Background: an optimization exercise with open tools, aiming at small area, a short achievable clock period and few clock cycles per item. Do not read the settings as production practice. At most, simulation tests tie the RTL to the original design; equivalence was not proved. For run 1, only the layout was checked, not whether the RTL still works. No activity file was given, so power comes from the tool's default toggle rates.

--- flow/config.mk ---
export PLATFORM = sky130hd
export DESIGN_NAME = sha1_block_ctrl
export DESIGN_NICKNAME = sha1_block_ctrl
export VERILOG_FILES = /design/flow/design.v
export SDC_FILE = /design/flow/constraint.sdc
export NUM_CORES = 4
export LEC_CHECK = 0
export CAP_MARGIN = 20
export CORE_MARGIN = 2
export CORE_UTILIZATION = 65
export CTS_CLUSTER_DIAMETER = 60
export CTS_CLUSTER_SIZE = 24
export PLACE_DENSITY = 0.75
export SETUP_SLACK_MARGIN = 5.0
export SLEW_MARGIN = 20
--- flow/constraint.sdc ---
create_clock -name core_clock -period 10.0 [get_ports {clk}]
set_input_delay 2.0000 -clock core_clock [delete_from_list [all_inputs] [get_ports {clk}]]
set_output_delay 2.0000 -clock core_clock [all_outputs]
set_load 0.01 [all_outputs]
--- flow/design.v ---
package sha1_pkg;
  localparam logic [159:0] H_INIT = 160'h67452301_EFCDAB89_98BADCFE_10325476_C3D2E1F0;
  localparam logic [31:0] K_0_19  = 32'h5A827999;
  localparam logic [31:0] K_20_39 = 32'h6ED9EBA1;
  localparam logic [31:0] K_40_59 = 32'h8F1BBCDC;
  localparam logic [31:0] K_60_79 = 32'hCA62C1D6;
  function automatic logic [31:0] rotl1(input logic [31:0] x);
    rotl1 = {x[30:0], x[31]};
  endfunction
  function automatic logic [31:0] rotl5(input logic [31:0] x);
    rotl5 = {x[26:0], x[31:27]};
  endfunction
  function automatic logic [31:0] rotl30(input logic [31:0] x);
    rotl30 = {x[1:0], x[31:2]};
  endfunction
  function automatic logic [31:0] f_sel(input logic [1:0] g, input logic [31:0] b,
                                        input logic [31:0] c, input logic [31:0] d);
    logic [31:0] f;
    if (g == 2'd0) begin
      f = (b & c) | (~b & d);
    end else if (g == 2'd2) begin
      f = (b & c) | (b & d) | (c & d);
    end else begin
      f = b ^ c ^ d;
    end
    f_sel = f;
  endfunction
  function automatic logic [31:0] k_sel(input logic [1:0] g);
    logic [31:0] k;
    case (g)
      2'd0:    k = K_0_19;
      2'd1:    k = K_20_39;
      2'd2:    k = K_40_59;
      default: k = K_60_79;
    endcase
    k_sel = k;
  endfunction
  function automatic logic [31:0] csa_s(input logic [31:0] x, input logic [31:0] y,
                                        input logic [31:0] z);
    csa_s = x ^ y ^ z;
  endfunction
  function automatic logic [31:0] csa_c(input logic [31:0] x, input logic [31:0] y,
                                        input logic [31:0] z);
    logic [31:0] m;
    m = (x & y) | (x & z) | (y & z);
    csa_c = {m[30:0], 1'b0};
  endfunction
  function automatic logic [31:0] add_ks(input logic [31:0] x, input logic [31:0] y);
    logic [31:0] g, p;
    g = x & y;
    p = x ^ y;
    for (int l = 0; l < 5; l++) begin
      for (int i = 31; i >= (1 << l); i--) begin
        g[i] = g[i] | (p[i] & g[i - (1 << l)]);
        p[i] = p[i] & p[i - (1 << l)];
      end
    end
    add_ks = (x ^ y) ^ {g[30:0], 1'b0};
  endfunction
  function automatic logic [31:0] add_bk(input logic [31:0] x, input logic [31:0] y);
    logic [31:0] g, p;
    g = x & y;
    p = x ^ y;
    for (int l = 0; l < 5; l++) begin
      for (int i = (2 << l) - 1; i < 32; i += (2 << l)) begin
        g[i] = g[i] | (p[i] & g[i - (1 << l)]);
        p[i] = p[i] & p[i - (1 << l)];
      end
    end
    for (int l = 3; l >= 0; l--) begin
      for (int i = (3 << l) - 1; i < 32; i += (2 << l)) begin
        g[i] = g[i] | (p[i] & g[i - (1 << l)]);
        p[i] = p[i] & p[i - (1 << l)];
      end
    end
    add_bk = (x ^ y) ^ {g[30:0], 1'b0};
  endfunction
  function automatic logic [26:0] add_ks27c(input logic [26:0] x, input logic [26:0] y,
                                            input logic cin);
    logic [26:0] g, p, cy;
    g = x & y;
    p = x ^ y;
    for (int l = 0; l < 5; l++) begin
      for (int i = 26; i >= (1 << l); i--) begin
        g[i] = g[i] | (p[i] & g[i - (1 << l)]);
        p[i] = p[i] & p[i - (1 << l)];
      end
    end
    cy = {g[25:0], 1'b0} | ({p[25:0], 1'b1} & {27{cin}});
    add_ks27c = (x ^ y) ^ cy;
  endfunction
  function automatic logic carry27(input logic [26:0] x, input logic [26:0] y);
    logic [26:0] g, p;
    g = x & y;
    p = x ^ y;
    for (int l = 0; l < 5; l++) begin
      for (int i = 26; i >= (1 << l); i--) begin
        g[i] = g[i] | (p[i] & g[i - (1 << l)]);
        p[i] = p[i] & p[i - (1 << l)];
      end
    end
    carry27 = g[26];
  endfunction
  function automatic logic [31:0] add_sk(input logic [31:0] x, input logic [31:0] y);
    logic [31:0] g, p;
    g = x & y;
    p = x ^ y;
    for (int l = 0; l < 5; l++) begin
      for (int i = 0; i < 32; i++) begin
        if (i[l]) begin
          g[i] = g[i] | (p[i] & g[((i >> l) << l) - 1]);
          p[i] = p[i] & p[((i >> l) << l) - 1];
        end
      end
    end
    add_sk = (x ^ y) ^ {g[30:0], 1'b0};
  endfunction
endpackage
module sha1_round (
  input  logic [31:0] a_i,
  input  logic [31:0] b_i,
  input  logic [31:0] c_i,
  input  logic [31:0] f0_i,
  input  logic [31:0] p_i,
  input  logic [31:0] q_i,
  input  logic [1:0]  g_i,
  output logic [31:0] a1_o,
  output logic [31:0] a2_o
);
  logic [31:0] ra, f0, f1, s0, c0;
  logic [26:0] s1, c1, s2, c2, s3, c3;
  logic [5:0]  zl, e0, e1;
  logic [4:0]  h0, h1;
  logic        k27, c5;
  assign ra = sha1_pkg::rotl5(a_i);
  assign f0 = f0_i;
  assign f1 = sha1_pkg::f_sel(g_i, a_i, sha1_pkg::rotl30(b_i), c_i);
  assign s0 = sha1_pkg::csa_s(ra, f0, p_i);
  assign c0 = sha1_pkg::csa_c(ra, f0, p_i);
  assign a1_o = sha1_pkg::add_ks(s0, c0);
  assign zl  = {1'b0, f1[4:0]} + {1'b0, q_i[4:0]};
  assign h0  = s0[31:27] + c0[31:27];
  assign h1  = s0[31:27] + c0[31:27] + 5'd1;
  assign e0  = {1'b0, h0} + {1'b0, zl[4:0]};
  assign e1  = {1'b0, h1} + {1'b0, zl[4:0]};
  assign k27 = sha1_pkg::carry27(s0[26:0], c0[26:0]);
  assign c5  = k27 ? e1[5] : e0[5];
  assign s1 = ra[26:0] ^ p_i[26:0] ^ q_i[31:5];
  assign c1 = {(ra[25:0] & p_i[25:0]) | (ra[25:0] & q_i[30:5]) | (p_i[25:0] & q_i[30:5]), 1'b0};
  assign s2 = s1 ^ c1 ^ f0[26:0];
  assign c2 = {(s1[25:0] & c1[25:0]) | (s1[25:0] & f0[25:0]) | (c1[25:0] & f0[25:0]), 1'b0};
  assign s3 = s2 ^ c2 ^ f1[31:5];
  assign c3 = {(s2[25:0] & c2[25:0]) | (s2[25:0] & f1[30:5]) | (c2[25:0] & f1[30:5]), zl[5]};
  assign a2_o = {sha1_pkg::add_ks27c(s3, c3, c5), k27 ? e1[4:0] : e0[4:0]};
endmodule
module sha1_block_ctrl (
  input  logic         clk,
  input  logic         reset,
  input  logic         init,
  input  logic         word_valid,
  output logic         word_ready,
  input  logic [31:0]  word_data,
  output logic         busy,
  output logic         digest_valid,
  output logic [159:0] digest
);
  logic [3:0]   cnt_q;
  logic [5:0]   p_q;
  logic [1:0]   g_q, gn_q;
  logic         busy_q, fin_q, dv_q, first_q, l39_q, sel0_q, ldsel_q;
  logic [159:0] h_q;
  logic [31:0]  a_q, b_q, c_q, f0_q, pe_q, qd_q;
  logic [31:0]  we_q [8];
  logic [31:0]  wo_q [8];
  logic         take, ld, ldsel, pq0, sel0, step, last, fold;
  logic [1:0]   gnn_s;
  logic [5:0]   pnn_s;
  logic [31:0]  k_s, pe_x, pe_w, qd_x, qd_w, pe_d, qd_d;
  logic [127:0] st_init;
  logic [31:0]  a1_s, a2_s, wen_s, won_s, f0_d, f0_h, f0_1, f0_0;
  assign word_ready   = !busy_q && !init;
  assign busy         = busy_q;
  assign digest_valid = dv_q;
  assign digest       = h_q;
  assign take = word_valid && word_ready;
  assign ld   = take && (cnt_q == 4'd0);
  assign pq0  = take && (cnt_q == 4'd2);
  assign sel0  = sel0_q;    
  assign ldsel = ldsel_q;   
  assign step = (busy_q && !fin_q) || (take && !cnt_q[0] && (cnt_q[3:2] != 2'd0));
  assign last = l39_q;      
  assign fold = last || fin_q;
  assign pnn_s = p_q + 6'd2;
  assign gnn_s = (pnn_s < 6'd10) ? 2'd0 : (pnn_s < 6'd20) ? 2'd1 : (pnn_s < 6'd30) ? 2'd2 : 2'd3;
  assign k_s   = fold ? 32'd0 : sha1_pkg::k_sel(gn_q);
  assign pe_x = sel0 ? h_q[31:0] : c_q;
  assign pe_w = fold ? h_q[31:0] : we_q[7];
  assign qd_x = sel0 ? h_q[63:32] : fin_q ? b_q : sha1_pkg::rotl30(b_q);
  assign qd_w = fold ? h_q[63:32] : wo_q[7];
  assign pe_d = sha1_pkg::add_sk(sha1_pkg::csa_s(pe_x, k_s, pe_w),
                                 sha1_pkg::csa_c(pe_x, k_s, pe_w));
  assign qd_d = sha1_pkg::add_sk(sha1_pkg::csa_s(qd_x, k_s, qd_w),
                                 sha1_pkg::csa_c(qd_x, k_s, qd_w));
  assign wen_s = sha1_pkg::rotl1(wo_q[6] ^ we_q[4] ^ we_q[1] ^ we_q[0]);
  assign won_s = sha1_pkg::rotl1(we_q[7] ^ wo_q[4] ^ wo_q[1] ^ wo_q[0]);
  sha1_round u_round (
    .a_i(a_q), .b_i(b_q), .c_i(c_q), .f0_i(f0_q), .p_i(pe_q), .q_i(qd_q),
    .g_i(g_q), .a1_o(a1_s), .a2_o(a2_s)
  );
  assign st_init = first_q ? sha1_pkg::H_INIT[159:32] : h_q[159:32];
  assign f0_h = sha1_pkg::f_sel(2'd0, st_init[95:64], st_init[63:32], st_init[31:0]);
  assign f0_1 = ldsel ? f0_h : sha1_pkg::f_sel(gn_q, 32'hFFFFFFFF, sha1_pkg::rotl30(a_q),
                                               sha1_pkg::rotl30(b_q));
  assign f0_0 = ldsel ? f0_h : sha1_pkg::f_sel(gn_q, 32'h00000000, sha1_pkg::rotl30(a_q),
                                               sha1_pkg::rotl30(b_q));
  assign f0_d = (a1_s & f0_1) | (~a1_s & f0_0);
  always_ff @(posedge clk or posedge reset) begin
    if (reset) begin
      cnt_q   <= 4'd0;
      p_q     <= 6'd0;
      g_q     <= 2'd0;
      gn_q    <= 2'd0;
      l39_q   <= 1'b0;
      sel0_q  <= 1'b0;
      ldsel_q <= 1'b1;
      busy_q  <= 1'b0;
      fin_q   <= 1'b0;
      dv_q    <= 1'b0;
      first_q <= 1'b1;
    end else if (init) begin
      cnt_q   <= 4'd0;
      p_q     <= 6'd0;
      g_q     <= 2'd0;
      gn_q    <= 2'd0;
      l39_q   <= 1'b0;
      sel0_q  <= 1'b0;
      ldsel_q <= 1'b1;
      busy_q  <= 1'b0;
      fin_q   <= 1'b0;
      dv_q    <= 1'b0;
      first_q <= 1'b1;
    end else begin
      if (take) begin
        cnt_q   <= cnt_q + 4'd1;
        dv_q    <= 1'b0;
        sel0_q  <= (cnt_q == 4'd1);
        ldsel_q <= 1'b0;
        if (cnt_q == 4'd15) busy_q <= 1'b1;
      end
      if (ld) begin
        first_q <= 1'b0;
        p_q     <= 6'd0;
        g_q     <= 2'd0;
        gn_q    <= 2'd0;
        l39_q   <= 1'b0;
      end else if (step) begin
        p_q   <= p_q + 6'd1;
        g_q   <= gn_q;
        gn_q  <= gnn_s;
        l39_q <= (p_q == 6'd38);
      end
      if (last) begin
        fin_q <= 1'b1;
        l39_q <= 1'b0;
      end
      if (fin_q) begin
        fin_q   <= 1'b0;
        ldsel_q <= 1'b1;
        busy_q <= 1'b0;
        dv_q   <= 1'b1;
      end
    end
  end
  always_ff @(posedge clk) begin
    if (ld && first_q) begin
      h_q <= sha1_pkg::H_INIT;
    end else if (last) begin
      h_q <= {pe_d, qd_d, h_q[159:64]};
    end else if (fin_q) begin
      h_q <= {sha1_pkg::add_bk(h_q[95:64], a_q), qd_d, pe_d, h_q[127:96], h_q[159:128]};
    end
    if (ld || step) begin
      a_q  <= ldsel ? st_init[127:96] : a2_s;
      b_q  <= ldsel ? st_init[95:64]  : a1_s;
      c_q  <= ldsel ? st_init[63:32]  : sha1_pkg::rotl30(a_q);
      f0_q <= f0_d;
    end
    if (pq0 || step) begin
      pe_q <= pe_d;
      qd_q <= qd_d;
    end
  end
  always_ff @(posedge clk) begin
    if (busy_q || (take && !cnt_q[0])) begin
      for (int i = 0; i < 7; i++) we_q[i] <= we_q[i+1];
      we_q[7] <= busy_q ? wen_s : word_data;
    end
    if (busy_q || (take && cnt_q[0])) begin
      for (int i = 0; i < 7; i++) wo_q[i] <= wo_q[i+1];
      wo_q[7] <= busy_q ? won_s : word_data;
    end
  end
endmodule
--- flow/flow/run.sh ---
#!/bin/bash
# The standard layout (standard.sh), with three repair settings changed:
# the port buffers are sky130_fd_sc_hd__buf_2 rather than the delay buffer
# buffer_ports picks by default, clock tree synthesis adds no dummy loads and uses clkbuf_8, and
# timing repair aims for 5.4 ns of setup slack. Each tool's output is in
# standard.log and ORFS's logs under orfs/.
set -o pipefail
export BUFFER_PORTS_ARGS="-buffer_cell sky130_fd_sc_hd__buf_2"
export CTS_ARGS="-sink_clustering_enable -repair_clock_nets -sink_clustering_size 16 -sink_clustering_max_diameter 50 -dont_use_dummy_load -buf_list sky130_fd_sc_hd__clkbuf_8"
bash standard.sh SETUP_SLACK_MARGIN=5.4 finish > standard.log 2>&1
--- flow/standard.sh ---
#!/bin/bash
# synth_recipe.tcl (not shown) runs the flow's synth.tcl, then flattens the netlist and writes it again
# the make line also repeats each setting of config.mk as NAME=value (left out here)
make -C /OpenROAD-flow-scripts/flow DESIGN_CONFIG=/design/flow/config.mk WORK_HOME=/design/flow/orfs CLKGATE_MAP_FILE= SYNTH_SCRIPT=/design/flow/synth_recipe.tcl "${@:-finish}"
==> flow_summary.json, run 1 <==
{
  "status": "complete, no violations",
  "hold_viol_final": 0,
  "cp-start-kind": "flop",
  "period_share": 0.476,
  "synth_compound_area_frac": 0.105,
  "fmax_ghz": 0.210,
  "synthTopCellsByArea": "edfxtp_1, fa_1, dfxtp_1",
  "drtAntennaViolNets": 0,
  "layout_min_cycle_time_ns": 4.76,
  "viasPerCell": 6.43,
  "grt_pass1_wl_microns": 225000,
  "clk_pin_slew_ns": 0.08,
  "coreArea_sq_um": 75900,
  "postPlaceCellArea_sq_um": 51900,
  "std_cell_rows": 101,
  "design_area_sq_um": 56300,
  "max_slew_margin": 0.218,
  "syn_area_sq_um": 49800,
  "hp-class": "flop to flop",
  "start_util": 0.656,
  "layout_commonest_cell": "edfxtp_1",
  "synth_async_sr_flop_share": 0.0237,
  "yosysUniqueCellTypes": 87,
  "cts.sink_count": 885,
  "die_y_microns": 281,
  "synthSimpleGateAreaFrac": 0.0769,
  "ioPinCount": 199,
  "grt_usage": 0.398,
  "synth_top_family_by_area": "adder cells",
  "fillers": 5141,
  "path_max_fanout": 3,
  "syn-instance-count": 4280,
  "required_ns": 10.45,
  "setup_viol": 0,
  "drive_gt1_frac": 0.177,
  "grt_max_degree": 195,
  "dp_worst_setup_slack_ns": 3.43,
  "yosysWarnings": 4,
  "synth_fa_ha_area_frac": 0.153,
  "antenna_found_initial": 5,
  "grt_pass1_vias": 34400,
  "worst_slew_pin_slew_ns": 1.17,
  "hold_ws_ns": 0.373,
  "drt_drc_violations_left": 0,
  "synth-xor-area-share": 0.0658,
  "cts_tree": "built",
  "rsz0062_at_grt": "yes",
  "worstPathArrival_ns": 5.20,
  "dp_hpwl_microns": 108000,
  "synth_edf_count": 704,
  "ys_seq_elements": 885,
  "skew_ns": 0.0756,
  "synth_fp_nets": 4789,
  "critPathKind": "flop to flop",
  "areaGrowthSynthToFinish_pct": 13.1,
  "fin_nets": 5128,
  "final_util": 0.742,
  "final_cell_mix": "edfxtp_1, nand2_1, a21oi_1",
  "grt-ovfl-total": 0,
  "finalWirelength_microns": 159000,
  "yosys.area.top_type": "edfxtp_1",
  "cp-end-kind": "flop",
  "drtIter0Drc": 4597,
  "synth_ff_type": "edfxtp_1",
  "via_count": 36300,
  "p_per_area_nw_per_um2": 205,
  "io_buffers": 198,
  "clkLatencyLatePin_ns": 0.77,
  "synth.top_cell.area_share": 0.424,
  "holdBufCountCts": 0,
  "first_pass_iters": 5,
  "numCtsBuffers": 102,
  "peakVddDrop_v": 0.000211,
  "max-cap-violations": 0,
  "synth_mux_area_frac": 0.0626,
  "leakagePower_nw": 21.9,
  "place_congestion": 0.988,
  "die_w_microns": 281,
  "fin_ws_ns": 5.24,
  "maxSlewViolCount": 0,
  "avgRoutedWirePerCell_microns": 28.1,
  "cts_buffer_depth": 3,
  "setup_tns_ns": 0,
  "dieArea_sq_um": 78900,
  "htree_num_levels": 3,
  "syn_area_per_cell_sq_um": 11.6,
  "cts_root_buffer": "clkbuf_8",
  "seq_area_frac_synth": 0.499
}
through the flow:
step	power, mW	cells
2_1_floorplan	7.21	4280
3_3_place_gp	8.26	5375
3_5_place_dp	8.33	5375
4_1_cts	10.9	5583
5_1_grt	12.0	5648
6_report	11.5	5648
cells in the mapped netlist (all sizes together) (30+ instances only):
cell    instances
nor2          307
xor2          187
nand3          45
o22ai          30
inv           316
nand2         425
ha            244
a21oi         340
a211oi         58
mux2i         251
buf            35
dfxtp         160
a21o           68
edfxtp        704
fa            229
mux2           46
xnor2         182
o21ai         178
clkbuf        136
worst paths after layout:
kind                                             from                    end  slack [ns]  depth (start not counted)
worst max-delay path                a_q[13]$_DFFE_PP_      a_q[31]$_DFFE_PP_        5.24                         16
worst min-delay path            we_q[5][18]$_DFFE_PP_  we_q[4][18]$_DFFE_PP_        0.37                          0
worst max register to register      a_q[13]$_DFFE_PP_      a_q[31]$_DFFE_PP_        5.24                         16
worst min register to register  we_q[5][18]$_DFFE_PP_  we_q[4][18]$_DFFE_PP_        0.37                          0
max in group asynchronous                       reset     g_q[0]$_DFFE_PP0P_        7.83                          2
min in group asynchronous                       reset        fin_q$_DFF_PP0_        1.46                          2
layout make-up:
class	instances	area, sq um	share of cell area
antenna	1	2.50	0.0000444
clock buffer	102	1400	0.0249
inverter	317	1220	0.0217
multi-input combinational	2908	24500	0.435
sequential	885	24900	0.442
tap	1030	1290	0.0229
timing repair buffer	401	2950	0.0523
timing repair inverter	4	35.0	0.000622
kinds of logic (layout without fill, tap and decap cells):
logic type,count (synthesis),after routing
fa+ha+maj,473,473
other cells,0,1
compound gates,848,848
xor+xnor,370,370
simple gates,915,916
mux,301,301
buf+inv,488,824
flops,885,885
worst max-delay path, stage by stage, from the launching register on:
cell and delay [ns]:
edfxtp_1 0.52, fa_1 0.56, fa_1 0.53, inv_1 0.06, fa_1 0.51, inv_2 0.05
ha_4 0.24, a21o_1 0.18, a21o_1 0.16, a21o_1 0.19, a31o_2 0.21, a221o_1 0.36
a21oi_2 0.15, o21ai_2 0.09, a311oi_4 0.36, xnor2_2 0.20, o22ai_1 0.10
repair_timing:
action | in CTS | in global routing
setup buffers | 100 | 62
endpoints found under the setup margin | 176 | 82
gates cloned | 6 | 2
pin swaps | 59 | 78
gates resized for setup | 134 | 182
state kept, by name, summed over array words and instances (netlist names), 2 cells and up:
signal and count:
we_q 256, cnt_q 4, g_q 2, a_q 32
c_q 32, qd_q 32, b_q 32, wo_q 256
p_q 6, h_q 160, pe_q 32, gn_q 2
f0_q 32
report_power, final:
group          internal [mW]  leakage (nW)  switching [mW]
Combinational           2.13          13.2            2.91
Sequential              4.21          7.99           0.164
Clock                  0.898         0.733            1.22
Total                   7.24          21.9            4.29
layer usage:
metal / global-route usage / routed length, microns
met5: 0 / 13
met4: 0.216 / 10400
met1: 0.553 / 61000
met3: 0.113 / 21100
met2: 0.567 / 66300
==> inputs of run 2 (changes only) <==
--- a/flow/design.v
+++ b/flow/design.v
@@ -100,20 +100,6 @@
       end
     end
     carry27 = g[26];
-  endfunction
-  function automatic logic [31:0] add_sk(input logic [31:0] x, input logic [31:0] y);
-    logic [31:0] g, p;
-    g = x & y;
-    p = x ^ y;
-    for (int l = 0; l < 5; l++) begin
-      for (int i = 0; i < 32; i++) begin
-        if (i[l]) begin
-          g[i] = g[i] | (p[i] & g[((i >> l) << l) - 1]);
-          p[i] = p[i] & p[((i >> l) << l) - 1];
-        end
-      end
-    end
-    add_sk = (x ^ y) ^ {g[30:0], 1'b0};
   endfunction
 endpackage
 module sha1_round (
@@ -197,9 +183,9 @@
   assign pe_w = fold ? h_q[31:0] : we_q[7];
   assign qd_x = sel0 ? h_q[63:32] : fin_q ? b_q : sha1_pkg::rotl30(b_q);
   assign qd_w = fold ? h_q[63:32] : wo_q[7];
-  assign pe_d = sha1_pkg::add_sk(sha1_pkg::csa_s(pe_x, k_s, pe_w),
+  assign pe_d = sha1_pkg::add_ks(sha1_pkg::csa_s(pe_x, k_s, pe_w),
                                  sha1_pkg::csa_c(pe_x, k_s, pe_w));
-  assign qd_d = sha1_pkg::add_sk(sha1_pkg::csa_s(qd_x, k_s, qd_w),
+  assign qd_d = sha1_pkg::add_ks(sha1_pkg::csa_s(qd_x, k_s, qd_w),
                                  sha1_pkg::csa_c(qd_x, k_s, qd_w));
   assign wen_s = sha1_pkg::rotl1(wo_q[6] ^ we_q[4] ^ we_q[1] ^ we_q[0]);
   assign won_s = sha1_pkg::rotl1(we_q[7] ^ wo_q[4] ^ wo_q[1] ^ wo_q[0]);
--- a/flow/config.mk
+++ b/flow/config.mk
@@ -7,9 +7,9 @@
 export LEC_CHECK = 0
 export CAP_MARGIN = 20
 export CORE_MARGIN = 2
-export CORE_UTILIZATION = 65
+export CORE_UTILIZATION = 72
 export CTS_CLUSTER_DIAMETER = 60
 export CTS_CLUSTER_SIZE = 24
-export PLACE_DENSITY = 0.75
+export PLACE_DENSITY = 0.8
 export SETUP_SLACK_MARGIN = 5.0
 export SLEW_MARGIN = 20
==> flow_summary.json, run 2 <==
{
  "layout_commonest_cell": "edfxtp_1",
  "synth.top_cell.area_share": 0.420,
  "syn_area_sq_um": 50300,
  "grt_max_degree": 181,
  "reg_top3": "we_q (256), wo_q (256), h_q (160)",
  "cp_slowest_cell": "fa_2",
  "setup_tns_ns": 0,
  "die_w_microns": 268,
  "skew_ns": 0.0998,
  "die_y_microns": 268,
  "holdBufCountCts": 0,
  "cp-end-kind": "flop",
  "path_cells": "fa_1 > ha_4 > inv_4 > fa_2 > inv_2 > ha_4 > xor2_1 > ha_1 > a21oi_2 > o21bai_2 > a21oi_4 > o21ai_4 > a41oi_2 > o21ai_1 > and2_1 > or3_1 > a32o_1",
  "avgRoutedWirePerCell_microns": 29.1,
  "critPathMaxStageDelay_ns": 0.63,
  "fmax_ghz": 0.211,
  "first_pass_iters": 8,
  "rsz0062_at_grt": "yes",
  "cts_root_buffer": "clkbuf_8",
  "synth_fp_nets": 4927,
  "peakVddDrop_v": 0.000339,
  "grt_usage": 0.452,
  "ys_seq_elements": 885,
  "p_per_area_nw_per_um2": 202,
  "clkLatencyLatePin_ns": 0.75,
  "setup_viol": 0,
  "dieArea_sq_um": 72100,
  "grt_pass1_wl_microns": 233000,
  "postPlaceCellArea_sq_um": 52200,
  "syn_area_per_cell_sq_um": 11.4,
  "dp_hpwl_microns": 111000,
  "cts.sink_count": 885,
  "design_area_sq_um": 56300,
  "cts_tree": "built",
  "viasPerCell": 6.70,
  "std_cell_rows": 96,
  "worst_slew_pin_slew_ns": 1.09,
  "status": "complete, no violations",
  "via_count": 38000,
  "fin_nets": 5239,
  "drtAntennaViolNets": 0,
  "start_util": 0.730,
  "synth_most_common_cell": "edfxtp_1",
  "synth_top_cells_by_count": "edfxtp_1, nand2_1, a21oi_1",
  "synthTopCellsByArea": "edfxtp_1, fa_1, dfxtp_1",
  "syn-instance-count": 4424,
  "critPathKind": "flop to flop",
  "cp-start-kind": "flop",
  "hp-class": "flop to flop",
  "antenna_found_initial": 4,
  "path_max_fanout": 4,
  "grt_pass1_vias": 36000,
  "drtIter0Drc": 5505,
  "synth_ff_type": "edfxtp_1",
  "synth_edf_count": 704,
  "hold_ws_ns": 0.331,
  "period_share": 0.475,
  "synth_async_sr_flop_share": 0.0237,
  "clk_pin_slew_ns": 0.09,
  "drive_gt1_frac": 0.155,
  "maxSlewViolCount": 0,
  "place_congestion": 1.00,
  "grt-ovfl-total": 0,
  "yosysWarnings": 4,
  "htree_num_levels": 3,
  "yosys.area.top_type": "edfxtp_1",
  "leakagePower_nw": 22.0,
  "finalWirelength_microns": 165000,
  "final_cell_mix": "edfxtp_1, nand2_1, a21oi_1",
  "yosysUniqueCellTypes": 102,
  "required_ns": 10.45,
  "ioPinCount": 199,
  "max_slew_margin": 0.274,
  "seq_area_frac_synth": 0.494,
  "io_buffers": 198,
  "max-cap-violations": 0,
  "layout_min_cycle_time_ns": 4.75,
  "numCtsBuffers": 92,
  "hold_viol_final": 0,
  "areaGrowthSynthToFinish_pct": 11.7,
  "coreArea_sq_um": 68900,
  "drt_drc_violations_left": 0,
  "worstPathArrival_ns": 5.20,
  "cts_buffer_depth": 3,
  "cpMostUsedCell": "ha_4"
}
-- run 2: cell types whose count changed after synthesis, sizes merged, moves of 7 or more --
| cell | delta |
|---|---|
| nand3 | +21 |
| nand2b | +18 |
| nand2 | +9 |
| inv | -7 |
| o21a | +14 |
| nor2 | +40 |
| o22ai | -13 |
| o21ai | +30 |
| xnor2 | -18 |
| mux2 | -30 |
| xor2 | +10 |
| a21o | +10 |
| mux2i | -11 |
| a21oi | +46 |
-- run 2: power breakdown --
part | switching (mW) | total (mW) | internal [mW]
clock network | 1.20 | 2.01 | 0.815
logic | 2.92 | 4.93 | 2.01
registers | 0.194 | 4.41 | 4.21
-- run 2: path summary, 6_finish.rpt --
check | from | end | slack [ns] | cells after the start
max | a_q[22]$_DFFE_PP_ | a_q[15]$_DFFE_PP_ | 5.25 | 17
min | we_q[3][17]$_DFFE_PP_ | we_q[2][17]$_DFFE_PP_ | 0.33 | 0
max reg2reg | a_q[22]$_DFFE_PP_ | a_q[15]$_DFFE_PP_ | 5.25 | 17
min reg2reg | we_q[3][17]$_DFFE_PP_ | we_q[2][17]$_DFFE_PP_ | 0.33 | 0
max in group asynchronous | reset | l39_q$_DFF_PP0_ | 7.73 | 2
min in group asynchronous | reset | gn_q[1]$_DFFE_PP0P_ | 1.50 | 2
-- run 2: final cells by class --
class	count	area, sq um
timing repair inverter	5	66.3
multi-input combinational	3052	24800
clock buffer	92	1270
timing repair buffer	391	2880
tap	931	1160
inverter	309	1190
fill	3952	12700
antenna	1	2.50
sequential	885	24900
-- run 2: layer usage --
| layer | global-route usage | wire, microns | up-vias |
|---|---|---|---|
| li1 | - | - | 16100 |
| met4 | 0.237 | 11200 | 2 |
| met1 | 0.619 | 59200 | 18200 |
| met3 | 0.170 | 27200 | 645 |
| met2 | 0.629 | 67100 | 3051 |
| met5 | 0 | 11 | - |
-- run 2: cell families after synthesis --
family,synth area share
and+or+nand+nor,0.0868
AOI/OAI and AO/OA,0.117
DFF,0.494
buffers and inverters,0.0365
adders and majority gates,0.149
xor gates and xnor gates,0.0629
muxes,0.0531
-- run 2: worst max-delay path, delay by kind of cell, from the launching register on --
family                   cells  cell delay (ns)
flip-flops                   1             0.51
AND/OR/NAND/NOR              2             0.48
buffers and inverters        2             0.13
adder cells (fa/ha/maj)      5             1.92
AO/OA/AOI/OAI                7             1.31
XOR/XNOR                     1             0.15
-- run 2: stage by stage --
step	worst slack [ns]	power (mW)	util	cells
after floorplan	5.40	7.30	-	4424
after global placement	4.01	8.36	0.758	5415
after detailed placement	3.93	8.43	0.758	5415
after CTS	5.37	10.7	0.796	5591
after global routing	5.13	11.8	0.816	5666
final	5.25	11.3	0.816	5666
-- run 2: timing repair --
action	in CTS	in global routing
cloned	11	2
pin swaps	35	75
resized for setup	123	154
setup endpoints to repair	174	96
buffers inserted	73	72
Testbench counts of run 2, summed over its fixed seeds: cycles 6,536, blocks 128.
==> inputs of run 3 (changes only) <==
--- a/flow/config.mk
+++ b/flow/config.mk
@@ -7,9 +7,9 @@
 export LEC_CHECK = 0
 export CAP_MARGIN = 20
 export CORE_MARGIN = 2
-export CORE_UTILIZATION = 72
+export CORE_UTILIZATION = 65
 export CTS_CLUSTER_DIAMETER = 60
 export CTS_CLUSTER_SIZE = 24
-export PLACE_DENSITY = 0.8
+export PLACE_DENSITY = 0.7
 export SETUP_SLACK_MARGIN = 5.0
 export SLEW_MARGIN = 20
==> flow_summary.json, run 3 <==
{
  "status": "complete, no violations",
  "p_switching_mw": 4.08,
  "cp_slowest_cell": "fa_1",
  "hp-class": "flop to flop",
  "wl_met3_microns": 22300,
  "path_cells": "buf_6 > fa_1 > ha_4 > inv_4 > fa_2 > inv_2 > ha_4 > ha_1 > a21o_1 > a21oi_2 > o21bai_1 > a21oi_2 > o21ai_4 > nand4_1 > a21boi_2 > o211ai_1 > buf_4 > buf_4 > nand4_1 > nand3_1",
  "avgRoutedWirePerCell_microns": 28.3,
  "critPathKind": "flop to flop",
  "drt_drc_violations_left": 0,
  "holdBufCountCts": 0,
  "design_area_sq_um": 56000,
  "cp-start-kind": "flop",
  "period_share": 0.467,
  "dp_hpwl_microns": 112000,
  "seq_area_frac_synth": 0.494,
  "grt_usage": 0.406,
  "cts.sink_count": 885,
  "htree_num_levels": 3,
  "r2r-end": "a_q[31]$_DFFE_PP_",
  "clkLatencyLatePin_ns": 0.78,
  "drtAntennaViolNets": 0,
  "swShare": 0.372,
  "hold_viol_final": 0,
  "die_w_microns": 282,
  "yosys.area.top_type": "edfxtp_1",
  "cp-end-kind": "flop",
  "crit_path_end": "a_q[31]$_DFFE_PP_",
  "clk_pin_slew_ns": 0.09,
  "first_pass_iters": 6,
  "max_slew_margin": 0.201,
  "worstPathArrival_ns": 5.16,
  "fin_nets": 5233,
  "coreArea_sq_um": 77100,
  "drtIter0Drc": 4866,
  "place_congestion": 0.992,
  "final_util": 0.727,
  "power_frac_comb": 0.414,
  "viasPerCell": 6.43,
  "io_buffers": 198,
  "skew_ns": 0.118,
  "grt_pass1_wl_microns": 232000,
  "cts_buffer_depth": 3,
  "peakVddDrop_v": 0.000252,
  "grt_pass1_vias": 34600,
  "ys_seq_elements": 885,
  "path_max_fanout": 5,
  "synth_async_sr_flop_share": 0.0237,
  "areaGrowthSynthToFinish_pct": 11.3,
  "internal_power_mw": 6.89,
  "syn-instance-count": 4424,
  "drive_gt1_frac": 0.146,
  "maxSlewViolCount": 0,
  "instances_no_fill": 5770,
  "finalWirelength_microns": 163000,
  "rsz0062_at_grt": "yes",
  "die_y_microns": 282,
  "syn_area_per_cell_sq_um": 11.4,
  "layout_commonest_cell": "edfxtp_1",
  "via_count": 37100,
  "antenna_found_initial": 12,
  "power_mw": 11.0,
  "synth_top_cells_by_count": "edfxtp_1, nand2_1, a21oi_1",
  "start_util": 0.653,
  "layout_min_cycle_time_ns": 4.67,
  "synth_edf_count": 704,
  "synth.top_cell.area_share": 0.420,
  "synth_most_common_cell": "edfxtp_1",
  "cp-startpoint": "a_q[22]$_DFFE_PP_",
  "yosysUniqueCellTypes": 102,
  "dp.cells": 5533,
  "postPlaceCellArea_sq_um": 52500,
  "syn_area_sq_um": 50300,
  "numCtsBuffers": 94,
  "synthTopCellsByArea": "edfxtp_1, fa_1, dfxtp_1",
  "p_per_area_nw_per_um2": 196,
  "yosysWarnings": 4,
  "met2_wirelength_microns": 67700,
  "synth_ff_type": "edfxtp_1",
  "dieArea_sq_um": 79700,
  "fmax_ghz": 0.214,
  "synth_fp_nets": 4927,
  "cts_root_buffer": "clkbuf_8",
  "reg_top3": "we_q (256), wo_q (256), h_q (160)",
  "worst_slew_pin_slew_ns": 1.19,
  "clock_power_share": 0.187,
  "grt-ovfl-total": 0,
  "required_ns": 10.49,
  "r2r_cells": 20,
  "r2r_slack_ns": 5.33,
  "std_cell_rows": 102,
  "setup_viol": 0,
  "max-cap-violations": 0,
  "cts_tree": "built",
  "wl_met1_microns": 64100,
  "grt_max_degree": 190,
  "critPathMaxStageDelay_ns": 0.57,
  "ioPinCount": 199,
  "highest_layer": "met5",
  "reg2reg_from": "a_q[22]$_DFFE_PP_",
  "setup_tns_ns": 0,
  "leakagePower_nw": 21.9,
  "final_cell_mix": "edfxtp_1, nand2_1, a21oi_1",
  "sequentialPowerShare": 0.400
}
## run 3: cell counts after synthesis
Identical to the previous run, type by type.
## run 3: cell families after synthesis
| logic type | after synthesis | share of synthesized area |
|---|---|---|
| multiplexers | 260 | 0.0531 |
| adder cells (fa/ha/maj) | 467 | 0.149 |
| AND/OR/NAND/NOR | 1019 | 0.0868 |
| flip-flops | 885 | 0.494 |
| AO/OA/AOI/OAI | 944 | 0.117 |
| buffers and inverters | 488 | 0.0365 |
| XOR/XNOR | 361 | 0.0629 |
## run 3: stage by stage
stage / hold slack (ns) / worst slack (ns)
6_report: 0.329 / 5.33
5_1_grt: 0.347 / 5.26
4_1_cts: 0.337 / 5.37
3_5_place_dp: 0.405 / 4.22
3_3_place_gp: 0.400 / 4.29
2_1_floorplan: 0.400 / 5.40
## run 3: timing repair
| action | 4_1_cts | 5_1_grt |
|---|---|---|
| pin swaps | 32 | 44 |
| gates cloned | 13 | 1 |
| buffers inserted | 65 | 62 |
| resized for setup | 100 | 103 |
| endpoints found under the setup margin | 165 | 78 |
## run 3: power groups by stage
stage	clock network [mW]	logic, mW	registers, mW
after floorplan	0	2.88	4.42
after global placement	0	3.84	4.51
after detailed placement	0	3.89	4.51
after CTS	2.07	4.21	4.39
after global routing	2.20	4.90	4.40
final	2.05	4.54	4.39
## run 3: layout make-up
class,instances,area (sq um)
tap,1040,1300
inverter,309,1180
antenna,2,5.00
sequential,885,24900
multi-input combinational,3052,24500
timing repair buffer,384,2810
fill,5519,21100
clock buffer,94,1290
timing repair inverter,4,52.6
## run 3: how the worst min path moves through the flow
stage / start / endpoint / slack, ns / depth (start not counted)
5_1_grt: we_q[5][11]$_DFFE_PP_ / we_q[4][11]$_DFFE_PP_ / 0.35 / 0
3_5_place_dp: we_q[2][1]$_DFFE_PP_ / we_q[1][1]$_DFFE_PP_ / 0.40 / 0
6_report: we_q[5][11]$_DFFE_PP_ / we_q[4][11]$_DFFE_PP_ / 0.33 / 0
2_1_floorplan: we_q[2][0]$_DFFE_PP_ / we_q[1][0]$_DFFE_PP_ / 0.40 / 0
3_3_place_gp: we_q[6][7]$_DFFE_PP_ / we_q[5][7]$_DFFE_PP_ / 0.40 / 0
4_1_cts: we_q[5][11]$_DFFE_PP_ / we_q[4][11]$_DFFE_PP_ / 0.34 / 0
## run 3: critical path, delay by kind of cell, from the launching register on
family | cells | cell delay, ns
AOI/OAI and AO/OA | 7 | 1.13
adders and majority gates | 5 | 1.80
buffers and inverters | 5 | 0.58
DFF | 1 | 0.37
and+or+nand+nor | 3 | 0.52
## run 3: layer usage
metal | track usage | up-vias
met3 | 0.122 | 481
met1 | 0.585 | 18100
li1 | - | 16100
met4 | 0.184 | 14
met2 | 0.566 | 2413
met5 | 0.00549 | -
==> inputs of run 4 (changes only) <==
--- a/flow/config.mk
+++ b/flow/config.mk
@@ -10,6 +10,6 @@
 export CORE_UTILIZATION = 65
 export CTS_CLUSTER_DIAMETER = 60
 export CTS_CLUSTER_SIZE = 24
-export PLACE_DENSITY = 0.7
+export PLACE_DENSITY = 0.82
 export SETUP_SLACK_MARGIN = 5.0
 export SLEW_MARGIN = 20
==> flow_summary.json, run 4 <==
{
  "status": "complete, no violations",
  "yosys.area.top_type": "edfxtp_1",
  "drive_gt1_frac": 0.164,
  "avgRoutedWirePerCell_microns": 28.3,
  "synth_fa_ha_area_frac": 0.149,
  "critPathMaxStageDelay_ns": 0.47,
  "yosysUniqueCellTypes": 102,
  "die_w_microns": 282,
  "whs_path_depth": 0,
  "syn_area_sq_um": 50300,
  "synth_top_family_by_area": "adder cells",
  "finalWirelength_microns": 165000,
  "synthSimpleGateAreaFrac": 0.0868,
  "clkLatencyLatePin_ns": 0.75,
  "grt_max_degree": 185,
  "setup_tns_ns": 0,
  "synth_most_common_cell": "edfxtp_1",
  "r2r_cells": 19,
  "htree_num_levels": 3,
  "synthTopCellsByArea": "edfxtp_1, fa_1, dfxtp_1",
  "path_cells": "buf_4 > buf_4 > mux2i_1 > nor2_1 > a21oi_1 > o21ai_0 > ha_1 > fa_2 > a21o_1 > a21oi_1 > xnor2_2 > ha_1 > a21oi_2 > nand3_4 > a41oi_2 > o21ai_1 > and2_4 > or3_4 > a32o_1",
  "areaGrowthSynthToFinish_pct": 13.4,
  "ioPinCount": 199,
  "maxSlewViolCount": 0,
  "dp_hpwl_microns": 111000,
  "synth.top_cell.area_share": 0.420,
  "grt-ovfl-total": 0,
  "dieArea_sq_um": 79700,
  "hp-class": "flop to flop",
  "peakVddDrop_v": 0.000281,
  "cts_root_buffer": "clkbuf_8",
  "synth_top_cells_by_count": "edfxtp_1, nand2_1, a21oi_1",
  "cts.sink_count": 885,
  "numCtsBuffers": 96,
  "fmax_ghz": 0.214,
  "max-cap-violations": 0,
  "drtIter0Drc": 5281,
  "die_y_microns": 282,
  "synth_mux_area_frac": 0.0531,
  "fin_ws_ns": 5.32,
  "path_max_fanout": 5,
  "viasPerCell": 6.58,
  "p_per_area_nw_per_um2": 199,
  "hold_viol_final": 0,
  "synth_fp_nets": 4927,
  "cts_tree": "built",
  "worstPathArrival_ns": 5.08,
  "fin_nets": 5269,
  "cp_slowest_cell": "edfxtp_1",
  "leakagePower_nw": 22.2,
  "critPathKind": "flop to flop",
  "cts_buffer_depth": 3,
  "setup_viol": 0,
  "coreArea_sq_um": 77100,
  "synth_compound_area_frac": 0.117,
  "grt_pass1_wl_microns": 234000,
  "skew_ns": 0.107,
  "worst_slew_pin_slew_ns": 1.18,
  "r2r_slack_ns": 5.32,
  "synth_edf_count": 704,
  "via_count": 38200,
  "cp-end-kind": "flop",
  "cp-start-kind": "flop",
  "dp_worst_setup_slack_ns": 3.58,
  "required_ns": 10.40,
  "grt_usage": 0.405,
  "synth_async_sr_flop_share": 0.0237,
  "ys_seq_elements": 885,
  "synth-xor-area-share": 0.0629,
  "antenna_found_initial": 5,
  "rsz0062_at_grt": "yes",
  "syn-instance-count": 4424,
  "syn_area_per_cell_sq_um": 11.4,
  "drtAntennaViolNets": 0,
  "start_util": 0.653,
  "io_buffers": 198,
  "grt_pass1_vias": 36000,
  "reg_top3": "we_q (256), wo_q (256), h_q (160)",
  "first_pass_iters": 8,
  "drt_drc_violations_left": 0,
  "hold_ws_ns": 0.388,
  "place_congestion": 1.03,
  "layout_commonest_cell": "edfxtp_1",
  "yosysWarnings": 4,
  "std_cell_rows": 102,
  "max_slew_margin": 0.213,
  "clk_pin_slew_ns": 0.09,
  "layout_min_cycle_time_ns": 4.68,
  "synth_ff_type": "edfxtp_1",
  "final_cell_mix": "edfxtp_1, nand2_1, a21oi_1",
  "seq_area_frac_synth": 0.494,
  "period_share": 0.468
}
## run 4: cell types whose count changed in the layout (fill, tap and decap cells not counted), sizes merged
cell      delta
buf         +32
bufbuf       +2
clkbuf       +3
clkinvlp     +2
diode        +1
inv          -2
or2          -1
## run 4: through the flow
stage	power (mW)	instances	area, sq um	util
after floorplan	7.30	4424	50400	-
after global placement	8.33	5522	52400	0.680
after detailed placement	8.41	5522	52400	0.680
after CTS	10.8	5730	55600	0.722
after global routing	11.9	5805	57100	0.741
final	11.4	5807	57100	0.741
## run 4: kinds of logic after synthesis
logic type | Yosys count
multiplexers | 260
buffers and inverters | 488
XOR/XNOR | 361
AND/OR/NAND/NOR | 1019
flip-flops | 885
AO/OA/AOI/OAI | 944
adder cells (fa/ha/maj) | 467
## run 4: where the power goes
| part | switching (mW) | internal (mW) | leakage [nW] |
|---|---|---|---|
| clock | 1.23 | 0.848 | 0.690 |
| sequential | 0.190 | 4.21 | 7.98 |
| combinational | 2.83 | 2.05 | 13.5 |
## run 4: what timing repair did
action	in CTS	in global routing
buffers inserted	97	71
cloned	15	2
hold buffers	0	0
pin swaps	51	105
gates resized for setup	137	173
setup endpoints to repair	182	75
endpoints found under the hold margin	0	0
## run 4: area by class of cell
type,count,area (sq um)
Tap cell,1040,1300
Inverter,309,1190
Multi-Input combinational cell,3051,24900
Timing Repair inverter,4,45.0
Timing Repair Buffer,419,3440
Clock buffer,96,1320
Sequential cell,885,24900
Fill cell,5097,20000
Antenna cell,3,7.51
## run 4: worst max-delay path, delay by kind of cell, from the launching register on
family,cells,cell delay [ns]
buffers and inverters,2,0.31
multiplexers,1,0.13
XOR/XNOR,1,0.22
AO/OA/AOI/OAI,8,1.49
AND/OR/NAND/NOR,4,0.73
adder cells (fa/ha/maj),3,1.03
flip-flops,1,0.47
## run 4: routing by layer
layer / vias to the layer above / wire length, microns / track usage
li1: 16200 / - / -
met1: 18500 / 60300 / 0.557
met2: 2867 / 66800 / 0.561
met3: 693 / 25300 / 0.134
met4: 2 / 12100 / 0.242
met5: - / 11 / 0.00305
## run 4: final timing paths
path,to,start
worst max register to register,a_q[15]$_DFFE_PP_,a_q[0]$_DFFE_PP_
worst min register to register,we_q[2][9]$_DFFE_PP_,we_q[3][9]$_DFFE_PP_
worst max-delay path,a_q[15]$_DFFE_PP_,a_q[0]$_DFFE_PP_
min in group asynchronous,p_q[2]$_DFFE_PP0P_,reset
worst min-delay path,we_q[2][9]$_DFFE_PP_,we_q[3][9]$_DFFE_PP_
max in group asynchronous,sel0_q$_DFFE_PP0P_,reset
==> inputs of run 5 (changes only) <==
--- a/flow/config.mk
+++ b/flow/config.mk
@@ -10,6 +10,6 @@
 export CORE_UTILIZATION = 65
 export CTS_CLUSTER_DIAMETER = 60
 export CTS_CLUSTER_SIZE = 24
-export PLACE_DENSITY = 0.82
+export PLACE_DENSITY = 0.75
 export SETUP_SLACK_MARGIN = 5.0
 export SLEW_MARGIN = 20
==> flow_summary.json, run 5 <==
{
  "status": "complete, no violations",
  "path_cells": "buf_12 > fa_1 > inv_2 > fa_1 > fa_1 > inv_2 > ha_4 > a211oi_4 > o21ai_2 > nand3_2 > a21oi_4 > o31ai_4 > buf_6 > a2bb2oi_4 > nand3b_1 > a21oi_2 > xor2_1 > o21ai_0",
  "htree_num_levels": 3,
  "synth_compound_area_frac": 0.117,
  "synth.top_cell.area_share": 0.420,
  "clkLatencyLatePin_ns": 0.77,
  "first_pass_iters": 6,
  "layout_min_cycle_time_ns": 4.62,
  "synth_top_family_by_area": "adder cells",
  "synth_fp_nets": 4927,
  "grt-ovfl-total": 0,
  "synth_mux_area_frac": 0.0531,
  "drt_drc_violations_left": 0,
  "max_slew_margin": 0.170,
  "cp_slowest_cell": "fa_1",
  "dp_hpwl_microns": 110000,
  "worstPathArrival_ns": 5.06,
  "critPathKind": "flop to flop",
  "power_frac_comb": 0.422,
  "period_share": 0.462,
  "drive_gt1_frac": 0.154,
  "hold_viol_final": 0,
  "hp-class": "flop to flop",
  "ioPinCount": 199,
  "rsz0062_at_grt": "yes",
  "max-cap-violations": 0,
  "setup_viol": 0,
  "cts_tree": "built",
  "areaGrowthSynthToFinish_pct": 12.2,
  "numCtsBuffers": 100,
  "cp-end-kind": "flop",
  "cp-startpoint": "a_q[28]$_DFFE_PP_",
  "start_util": 0.653,
  "ys_seq_elements": 885,
  "drtAntennaViolNets": 0,
  "synth_most_common_cell": "edfxtp_1",
  "p_per_area_nw_per_um2": 199,
  "r2r_cells": 18,
  "skew_ns": 0.104,
  "final_cell_mix": "edfxtp_1, nand2_1, a21oi_1",
  "setup_tns_ns": 0,
  "whs_endpoint": "we_q[5][11]$_DFFE_PP_",
  "die_w_microns": 282,
  "fin_nets": 5227,
  "std_cell_rows": 102,
  "grt_pass1_wl_microns": 231000,
  "reg_top3": "we_q (256), wo_q (256), h_q (160)",
  "synthTopCellsByArea": "edfxtp_1, fa_1, dfxtp_1",
  "grt_max_degree": 195,
  "synthSimpleGateAreaFrac": 0.0868,
  "antenna_found_initial": 7,
  "whs_path_depth": 0,
  "synth_fa_ha_area_frac": 0.149,
  "via_count": 37400,
  "synth-xor-area-share": 0.0629,
  "synth_async_sr_flop_share": 0.0237,
  "r2r_slack_ns": 5.38,
  "place_congestion": 1.02,
  "path_max_fanout": 5,
  "fmax_ghz": 0.216,
  "layout_commonest_cell": "edfxtp_1",
  "dieArea_sq_um": 79700,
  "yosysWarnings": 4,
  "drtIter0Drc": 4877,
  "synth_edf_count": 704,
  "clock_power_share": 0.187,
  "synth_top_cells_by_count": "edfxtp_1, nand2_1, a21oi_1",
  "io_buffers": 198,
  "yosysUniqueCellTypes": 102,
  "peakVddDrop_v": 0.000235,
  "cts_buffer_depth": 3,
  "clk_pin_slew_ns": 0.08,
  "min_from": "we_q[6][11]$_DFFE_PP_",
  "syn_area_sq_um": 50300,
  "seq_area_frac_synth": 0.494,
  "syn-instance-count": 4424,
  "leakagePower_nw": 22.0,
  "sequentialPowerShare": 0.391,
  "swShare": 0.373,
  "reg2reg_from": "a_q[28]$_DFFE_PP_",
  "yosys.area.top_type": "edfxtp_1",
  "viasPerCell": 6.48,
  "worst_slew_pin_slew_ns": 1.24,
  "grt_pass1_vias": 34900,
  "coreArea_sq_um": 77100,
  "p_switching_mw": 4.20,
  "syn_area_per_cell_sq_um": 11.4,
  "maxSlewViolCount": 0,
  "die_y_microns": 282,
  "critPathMaxStageDelay_ns": 0.61,
  "r2r-end": "a_q[27]$_DFFE_PP_",
  "design_area_sq_um": 56500,
  "finalWirelength_microns": 163000,
  "internal_power_mw": 7.06,
  "grt_usage": 0.406,
  "postPlaceCellArea_sq_um": 52400,
  "cpMostUsedCell": "fa_1",
  "cts.sink_count": 885,
  "avgRoutedWirePerCell_microns": 28.3,
  "cp-start-kind": "flop",
  "required_ns": 10.44,
  "cts_root_buffer": "clkbuf_8",
  "synth_ff_type": "edfxtp_1"
}
==> run 5: cell counts after synthesis <==
No cell type changed its count.
==> run 5: kinds of logic (layout without fill, tap and decap cells) <==
kind of cell / count (synthesis) / count (layout)
other cells: 0 / 5
mux: 260 / 260
buf+inv: 488 / 784
xor+xnor: 361 / 361
fa+ha+maj: 467 / 467
simple gates: 1019 / 1021
compound gates: 944 / 944
flops: 885 / 885
==> run 5: final cells by class <==
cell class | count | area, sq um
Sequential cell | 885 | 24900
Clock buffer | 100 | 1380
Inverter | 309 | 1180
Multi-Input combinational cell | 3053 | 24900
Timing Repair inverter | 2 | 17.5
Antenna cell | 5 | 12.5
Timing Repair Buffer | 373 | 2830
Fill cell | 5440 | 20600
Tap cell | 1040 | 1300
==> run 5: repair_timing <==
action                     CTS  global route
setup endpoints to repair  189            76
pin swaps                   40            83
setup buffers               76            48
hold buffers                 0             0
gates cloned                12             0
resized for setup          121           145
hold endpoints to repair     0             0
==> run 5: per-layer routing <==
| layer | track usage | wire length (microns) |
|---|---|---|
| met1 | 0.579 | 63000 |
| met2 | 0.553 | 65800 |
| met4 | 0.212 | 10300 |
| met5 | 0 | 27 |
| met3 | 0.131 | 24100 |
==> run 5: critical path: cells and delay by family, from the launching register on <==
family,cells,cell delay [ns]
adders and majority gates,4,1.91
AOI/OAI and AO/OA,7,1.06
buffers and inverters,4,0.48
DFF,1,0.43
and+or+nand+nor,2,0.24
xor gates and xnor gates,1,0.21
==> run 5: how the worst max path moves through the flow <==
stage | to | depth (start not counted) | slack (ns)
detailed placement | pe_q[31]$_DFFE_PP_ | 17 | 3.50
floorplan | pe_q[28]$_DFFE_PP_ | 19 | 5.40
CTS | a_q[27]$_DFFE_PP_ | 16 | 5.35
global route | f0_q[20]$_DFFE_PP_ | 13 | 5.19
global placement | pe_q[31]$_DFFE_PP_ | 17 | 3.53
finish | a_q[27]$_DFFE_PP_ | 18 | 5.38
==> run 5: power groups by stage <==
stage / logic [mW] / clock network, mW / registers, mW
2_1_floorplan: 2.88 / 0 / 4.42
3_3_place_gp: 3.84 / 0 / 4.51
3_5_place_dp: 3.90 / 0 / 4.51
4_1_cts: 4.25 / 2.12 / 4.40
5_1_grt: 5.10 / 2.25 / 4.41
6_report: 4.75 / 2.10 / 4.40
==> run 5: per-stage QoR <==
step | utilization | std cells | setup slack, ns | power (mW) | hold WS, ns
after floorplan | - | 4424 | 5.40 | 7.30 | 0.400
after global placement | 0.680 | 5526 | 3.53 | 8.35 | 0.400
after detailed placement | 0.680 | 5526 | 3.50 | 8.41 | 0.405
after CTS | 0.718 | 5714 | 5.35 | 10.8 | 0.390
after global routing | 0.733 | 5763 | 5.19 | 11.8 | 0.399
final | 0.733 | 5767 | 5.38 | 11.3 | 0.389
==> inputs of run 6 (changes only) <==
==> flow/flow/run.sh (replaced) <==
#!/bin/bash
# The standard layout (standard.sh), with three repair settings changed:
# the port buffers are sky130_fd_sc_hd__buf_2 rather than the delay buffer
# buffer_ports picks by default, clock tree synthesis adds no dummy loads and uses clkbuf_8, and
# timing repair aims for 5.3 ns of setup slack. Each tool's output is in
# standard.log and ORFS's logs under orfs/.
set -o pipefail
export BUFFER_PORTS_ARGS="-buffer_cell sky130_fd_sc_hd__buf_2"
export CTS_ARGS="-sink_clustering_enable -repair_clock_nets -sink_clustering_size 16 -sink_clustering_max_diameter 50 -dont_use_dummy_load -buf_list sky130_fd_sc_hd__clkbuf_8"
bash standard.sh SETUP_SLACK_MARGIN=5.3 finish > standard.log 2>&1
==> flow_summary.json, run 6 <==
{
  "fillers": 5456,
  "synthTopCellsByArea": "edfxtp_1, fa_1, dfxtp_1",
  "max-cap-violations": 0,
  "path_max_fanout": 5,
  "fmax_ghz": 0.206,
  "cts_buffer_depth": 3,
  "finalWirelength_microns": 160000,
  "hold_viol_final": 0,
  "path_cells": "buf_4 > fa_1 > nand2_1 > o21ai_0 > ha_1 > a21oi_2 > xnor2_1 > ha_1 > a21o_1 > a21oi_4 > nand3_4 > a41oi_2 > o21ai_1 > and2_4 > or3_1 > a32o_1",
  "yosysWarnings": 4,
  "synth.top_cell.area_share": 0.420,
  "grt_usage": 0.398,
  "drtIter0Drc": 4585,
  "ioPinCount": 199,
  "io_buffers": 198,
  "maxSlewViolCount": 0,
  "die_w_microns": 282,
  "status": "complete, no violations",
  "holdBufCountCts": 0,
  "clock_power_share": 0.186,
  "crit_family": "adder cells",
  "highest_layer": "met5",
  "swShare": 0.373,
  "areaGrowthSynthToFinish_pct": 10.8,
  "p_switching_mw": 4.12,
  "cp_slowest_cell": "xnor2_1",
  "seq_area_frac_synth": 0.494,
  "drt_drc_violations_left": 0,
  "wl_met3_microns": 23100,
  "required_ns": 10.45,
  "critPathKind": "flop to flop",
  "clkLatencyLatePin_ns": 0.78,
  "cp-start-kind": "flop",
  "wl_met1_microns": 62000,
  "setup_tns_ns": 0,
  "synth_top_cells_by_count": "edfxtp_1, nand2_1, a21oi_1",
  "peakVddDrop_v": 0.000256,
  "start_util": 0.653,
  "grt_pass1_wl_microns": 227000,
  "htree_num_levels": 3,
  "clk_pin_slew_ns": 0.09,
  "whs_path_depth": 0,
  "cts_tree": "built",
  "worstPathArrival_ns": 5.31,
  "max_slew_margin": 0.129,
  "avgRoutedWirePerCell_microns": 27.8,
  "synth_most_common_cell": "edfxtp_1",
  "sequentialPowerShare": 0.398,
  "power_mw": 11.1,
  "critPathMaxStageDelay_ns": 0.57,
  "drtAntennaViolNets": 0,
  "via_count": 37100,
  "p_per_area_nw_per_um2": 198,
  "final_cell_mix": "edfxtp_1, nand2_1, a21oi_1",
  "grt_pass1_vias": 34600,
  "reg_top3": "we_q (256), wo_q (256), h_q (160)",
  "grt-ovfl-total": 0,
  "viasPerCell": 6.45,
  "yosys.area.top_type": "edfxtp_1",
  "syn-instance-count": 4424,
  "skew_ns": 0.0988,
  "hold_ws_ns": 0.350,
  "layout_min_cycle_time_ns": 4.86,
  "leakagePower_nw": 21.8,
  "ys_seq_elements": 885,
  "synth_fp_nets": 4927,
  "dieArea_sq_um": 79700,
  "period_share": 0.486,
  "fin_nets": 5208,
  "yosysUniqueCellTypes": 102,
  "path_depth": 16,
  "cpMostUsedCell": "ha_1",
  "dp_hpwl_microns": 111000,
  "setup_viol": 0,
  "first_pass_iters": 7,
  "numCtsBuffers": 96,
  "synth_async_sr_flop_share": 0.0237,
  "power_frac_comb": 0.417,
  "syn_area_sq_um": 50300,
  "cp-end-kind": "flop",
  "layout_commonest_cell": "edfxtp_1",
  "hp-class": "flop to flop",
  "postPlaceCellArea_sq_um": 52400,
  "cts.sink_count": 885,
  "r2r_cells": 16,
  "place_congestion": 0.989,
  "coreArea_sq_um": 77100,
  "crit_buf_inv": 1,
  "synth_edf_count": 704,
  "design_area_sq_um": 55800,
  "antenna_found_initial": 5,
  "syn_area_per_cell_sq_um": 11.4,
  "rsz0062_at_grt": "yes",
  "synth_ff_type": "edfxtp_1",
  "std_cell_rows": 102,
  "internal_power_mw": 6.94,
  "drive_gt1_frac": 0.141,
  "die_y_microns": 282,
  "cts_root_buffer": "clkbuf_8",
  "dp_worst_setup_slack_ns": 3.90,
  "grt_max_degree": 185,
  "fin_ws_ns": 5.14,
  "met2_wirelength_microns": 65700,
  "worst_slew_pin_slew_ns": 1.31
}
-- run 6: changes by cell type in the layout (fill, tap and decap cells not counted), sizes merged --
cell      before  now
buf          366  351
bufbuf         7    5
clkbuf       100   99
clkinv         0    1
clkinvlp       1    2
diode          5    6
inv          310  308
or2            7    6
-- run 6: cell families (layout without fill, tap and decap cells) --
group,after synthesis,in the layout,share of synthesized area
xor gates and xnor gates,361,361,0.0629
muxes,260,260,0.0531
DFF,885,885,0.494
AOI/OAI and AO/OA,944,944,0.117
other,0,6,0
and+or+nand+nor,1019,1020,0.0868
buffers and inverters,488,766,0.0365
adders and majority gates,467,467,0.149
-- run 6: timing repair --
item,4_1_cts,5_1_grt
gates resized for setup,79,121
cloned,8,3
buffers inserted,47,62
pin swaps,21,65
setup endpoints to repair,162,96
-- run 6: routing by layer --
metal | GRT usage | vias up
met5 | 0 | -
met4 | 0.190 | 2
met3 | 0.129 | 497
met2 | 0.551 | 2445
met1 | 0.567 | 18100
li1 | - | 16100
-- run 6: final cells by class --
| type | count | area, sq um | area share |
|---|---|---|---|
| Inverter | 309 | 1190 | 0.0213 |
| Multi-Input combinational cell | 3052 | 24500 | 0.438 |
| Timing Repair inverter | 2 | 20.0 | 0.000359 |
| Timing Repair Buffer | 359 | 2600 | 0.0466 |
| Tap cell | 1040 | 1300 | 0.0233 |
| Clock buffer | 96 | 1320 | 0.0237 |
| Sequential cell | 885 | 24900 | 0.446 |
| Antenna cell | 6 | 15.0 | 0.000269 |
-- run 6: through the flow --
| step | util | cells |
|---|---|---|
| finish | 0.724 | 5749 |
| detailed placement | 0.680 | 5527 |
| floorplan | - | 4424 |
| CTS | 0.709 | 5678 |
| global placement | 0.680 | 5527 |
| global route | 0.724 | 5746 |
-- run 6: power by group through the flow --
stage               sequential (mW)  clock [mW]  combinational [mW]
floorplan                      4.42           0                2.88
global route                   4.41        2.20                4.97
detailed placement             4.51           0                3.90
CTS                            4.41        2.08                4.11
finish                         4.40        2.05                4.61
global placement               4.50           0                3.83
-- run 6: path summary, 6_finish.rpt --
path	slack [ns]	from	to
worst min-delay path	0.35	we_q[6][12]$_DFFE_PP_	we_q[5][12]$_DFFE_PP_
worst min register to register	0.35	we_q[6][12]$_DFFE_PP_	we_q[5][12]$_DFFE_PP_
worst max-delay path	5.14	a_q[2]$_DFFE_PP_	a_q[15]$_DFFE_PP_
min in group asynchronous	1.35	reset	sel0_q$_DFFE_PP0P_
worst max register to register	5.14	a_q[2]$_DFFE_PP_	a_q[15]$_DFFE_PP_
max in group asynchronous	8.04	reset	l39_q$_DFF_PP0_

## static timing again, ports no longer ideal
How much do the figures lean on ideal ports? The routed layouts below were timed once more, with nothing changed but the port constraints. Step 1 sets driving cells, clkbuf_16 on the clock port and buf_2 on the other inputs (assumed; they add their load-dependent delay and slew). Step 2 adds t to the input delays and takes it off the output delays; t is the mean of the earliest and latest rising clock arrival at the registers after step 1. Input paths then give back, and output paths get back, about the clock's delay inside the block. a / b / c = ideal ports / drivers / drivers and shift; a / b = the first two.
| run | shift t [ns] | setup WS [ns] | worst hold slack (ns) | worst setup path after step 2 | worst data-port slew with drivers (ns) |
|---|---|---|---|---|---|
| run 1 | 0.794 | 5.245 / 5.245 / 5.024 | 0.373 / 0.373 / 0.373 | input to register | 0.04 |
| run 2 | 0.774 | 5.255 / 5.255 / 4.937 | 0.331 / 0.331 / 0.331 | input to register | 0.05 |
| run 3 | 0.791 | 5.330 / 5.330 / 4.819 | 0.329 / 0.329 / 0.329 | input to register | 0.05 |
| run 4 | 0.765 | 5.317 / 5.317 / 5.294 | 0.388 / 0.388 / 0.388 | input to register | 0.04 |
| run 5 | 0.787 | 5.378 / 5.378 / 5.121 | 0.389 / 0.389 / 0.389 | input to register | 0.04 |
| run 6 | 0.806 | 5.137 / 5.137 / 4.704 | 0.350 / 0.350 / 0.350 | input to register | 0.04 |
After both steps every run listed still meets setup and hold. For run 3, which loses most, drivers alone change the setup slack by 0.000 ns; drivers and shift together by -0.511 ns.
